This is an optimization exercise on Yosys and OpenROAD, whose aim is small area and a short achievable clock period, not a production implementation. Function was checked by simulation only, so behaviour that the tests miss may differ from the original. Power figures rest on the tool's default switching activity, not on a simulated workload.

wip/delta:
Design axi_burst_buffer, start of the top module:
module axi_burst_buffer #(
  parameter int DATA_W    = 64,
  parameter int DEPTH     = 32,
  parameter int BURST_LEN = 16,
  localparam int PW       = $clog2(DEPTH)
) (
  input  logic                  ACLK,
  input  logic                  ARESET,
  input  logic                  s_RVALID,
  input  logic [DATA_W-1:0]     s_RDATA,
  input  logic                  s_RLAST,
  output logic                  s_RREADY,
  output logic                  m_WVALID,
  output logic [DATA_W-1:0]     m_WDATA,
  output logic [DATA_W/8-1:0]   m_WSTRB,
  output logic                  m_WLAST,
  input  logic                  m_WREADY,
  input  logic                  flush,
  output logic [PW:0]           level,
  output logic [PW:0]           burst_cnt,
  output logic                  burst_avail,
  output logic                  len_err
);
==> flow/config.mk <==
export PLATFORM = sky130hd
export DESIGN_NAME = axi_burst_buffer
export DESIGN_NICKNAME = axi_burst_buffer
export VERILOG_FILES = /design/flow/design.v
export SDC_FILE = /design/flow/constraint.sdc
export NUM_CORES = 4
export LEC_CHECK = 0
export CAP_MARGIN = 20
export CORE_MARGIN = 2
export CORE_UTILIZATION = 64
export CTS_CLUSTER_DIAMETER = 85
export CTS_CLUSTER_SIZE = 25
export SETUP_SLACK_MARGIN = 2.6
export SLEW_MARGIN = 20
export TNS_END_PERCENT = 100
==> flow/constraint.sdc <==
create_clock -name core_clock -period 4.8 [get_ports {ACLK}]
set_input_delay 0.9600 -clock core_clock [delete_from_list [all_inputs] [get_ports {ACLK}]]
set_output_delay 0.9600 -clock core_clock [all_outputs]
set_load 0.01 [all_outputs]
standard.sh (not shown) runs the stock make flow with config.mk's settings and CLKGATE_MAP_FILE= SYNTH_SCRIPT=/design/flow/synth_recipe.tcl, a recipe that flattens the netlist after the stock synthesis.
==> flow/flow/run.sh <==
#!/bin/bash
set -uo pipefail
W=$(pwd)
bash "$W/standard.sh" \
  "BUFFER_PORTS_ARGS=-buffer_cell sky130_fd_sc_hd__buf_2" \
  finish > "$W/flow_make.log" 2>&1
rc=$?
cp -r "$W/orfs/logs" "$W/tool_logs" 2>/dev/null || true
exit $rc
wip/delta finished all stages; the layout is clean.
Setup changes, wip/delta to wip/maple
Settings: swapping 25 for 30 in CTS_CLUSTER_SIZE; swapping 64 for 72 in CORE_UTILIZATION.
--- outcome ---
- wip/maple vs wip/delta: internal power consumption down by a few percent
- wip/maple reports its startpoint of the worst setup timing path as rsel[11]$_SDFFE_PP0P_ while wip/delta reports wr[0]$_SDFFE_PP0P_.
- Looking at count of clock-buffer cells in the layout across wip/delta and wip/maple, the one that comes out higher is wip/delta.
- Where maximum frequency is concerned, wip/delta is better than wip/maple.
- Summary of wip/maple over wip/delta: largest net degree at the start of global routing now larger, number of global-route vias before repair now larger, total number of tap cells now smaller, wire length on met3 now larger.
- The hold slack of wip/maple exceeds that of wip/delta by 7.0 ps.
- The standard cells in wip/maple occupy less silicon area than those in wip/delta do.
- First-iteration DRC count, wip/delta and wip/maple, lower one = wip/delta.
Input changes introduced in wip/violet (baseline for comparison: wip/maple):
Settings: changing CTS_CLUSTER_SIZE from 30 to 25; changing CORE_UTILIZATION from 72 to 68; changing SETUP_SLACK_MARGIN from 2.6 to 2.55.
Results
As far as fraction of synthesized cell area in xor and xnor cells goes, wip/maple and wip/violet are indistinguishable; the numbers are identical. Ratio of routed vias to standard cells was lower in wip/violet than in wip/maple. Between wip/maple and wip/violet, the difference in number of nets in the finished design is negligible. Growth of design area from synthesis to finish (lower): wip/maple.
### wip/violet -> wip/quartz
Settings: changing SETUP_SLACK_MARGIN from 2.55 to 2.6; changing CORE_UTILIZATION from 68 to 60.
Notes after the runs:
Taking wip/quartz over wip/violet, the full die area ratio works out to 1.13.
For the weighted congestion at the end of routability-driven global placement, wip/quartz came in 0.0060 lower than wip/violet did.
Cell area (higher): wip/quartz
~same portion of the layout cell area used by clock cells in wip/quartz and wip/violet
Taking wip/violet as the reference, in wip/quartz final cell count without fillers has increased, portion of total power attributed to combinational logic has remained practically unchanged, clock period minus worst slack has decreased, count of multi-input combinational gates has remained practically unchanged, layout overhead on the synthesized area has increased.
Summary: with wip/violet as the reference, net switching power in wip/quartz moved up slightly.
wip/quartz vs wip/violet — proportion of total power due to net switching rose 0.17 points.
Setup changes, wip/quartz to wip/pepper
Settings: swapping 2.6 for 2.7 in SETUP_SLACK_MARGIN; swapping 60 for 68 in CORE_UTILIZATION.
--- outcome ---
Result for wip/quartz and wip/pepper: all clean
Taking wip/quartz as the reference, in wip/pepper power went down by 0.36%; final critical delay including setup and external delays went down by 4.8 ps.
Summary — global-route usage, wip/pepper relative to wip/quartz: higher, by 5.0 points.
wip/pepper -> wip/quartz: total number of multi-input combinational cells flat
wip/pepper against wip/quartz: final antenna diode count went up, count of plain and timing-repair buffers went up.
As far as synthesized cell count goes, wip/pepper and wip/quartz are indistinguishable; the numbers are identical.
Looking at critical path startpoint, the head[53]$_DFF_P_ result is from wip/pepper; the head[58]$_DFF_P_ one comes from wip/quartz.
In wip/pepper, the die area came out about 12% below the value in wip/quartz.
wip/quartz and wip/pepper ended up with nearly the same clock distribution area overhead in the final layout.
Between wip/pepper and wip/quartz, the later-pin clock latency in the skew report does not differ in any meaningful way.
The inputs of wip/umber differ from those of wip/pepper as listed below.
Settings: a change of SETUP_SLACK_MARGIN from 2.7 to 2.6; a change of CTS_CLUSTER_SIZE from 25 to 20; a change of CTS_CLUSTER_DIAMETER from 85 to 70; a change of CORE_UTILIZATION from 68 to 55.
Findings:
- Each of the runs, namely wip/pepper and wip/umber, reached the end of the flow and came out clean.
- Re share of the cycle needed by the critical path after routing: wip/umber is 0.24 points up on wip/pepper.
- Taking wip/pepper as the reference point, the post-CTS setup repair buffer count of wip/umber falls by about 30%.
- Count of clock buffers in the final design, wip/pepper and wip/umber, higher one = wip/umber.
- In terms of data arrival time at the worst-slack endpoint, wip/umber and wip/pepper differ only marginally.
- Sort wip/pepper and wip/umber by sequential cell area share asc -> top: wip/umber
- wip/umber vs wip/pepper — height of the die climbed by more than 10%
- Going from wip/pepper to wip/umber, the total number of placement rows was found to have gone up by 14.
- Higher maximum operating frequency goes to wip/pepper over wip/umber.
- Diff wip/umber..wip/pepper | switching share of total power | negligible
- In wip/umber, wire length per cell is lower than in wip/pepper.

-- what the ideal ports hide --
The flow's constraints put no driver on any port. The routed layouts listed below were extracted and timed again, unchanged, in two steps. Step 1 sets driving cells, clkbuf_16 on the clock port and buf_2 on the other inputs (assumed; they add their load-dependent delay and slew). Step 2 adds t to the input delays and takes it off the output delays; t is the mean of the earliest and latest rising clock arrival at the registers after step 1. Input paths then give back, and output paths get back, about the clock's delay inside the block. Slacks: no drivers / after step 1 / after step 2; pairs: no drivers / after step 1.
run	t (ns)	slack for setup (ns)	hold slack, ns	worst slew at a driven data input, ns	cell pins on the clock port's net
wip/delta	0.813	2.526 / 2.446 / 1.897	0.484 / 0.484 / 0.484	0.20	1
wip/maple	0.786	2.455 / 2.455 / 1.737	0.491 / 0.491 / 0.491	0.15	1
wip/violet	0.810	2.464 / 2.464 / 1.830	0.487 / 0.487 / 0.487	0.12	1
wip/quartz	0.822	2.515 / 2.435 / 1.838	0.491 / 0.491 / 0.491	0.15	1
wip/pepper	0.819	2.520 / 2.437 / 1.843	0.496 / 0.496 / 0.496	0.15	1
wip/umber	0.863	2.509 / 2.423 / 1.843	0.494 / 0.468 / 0.494	0.18	1
After both steps every run listed still meets setup and hold. For wip/maple, which loses most, drivers alone change the setup slack by 0.000 ns; drivers and shift together by -0.718 ns.
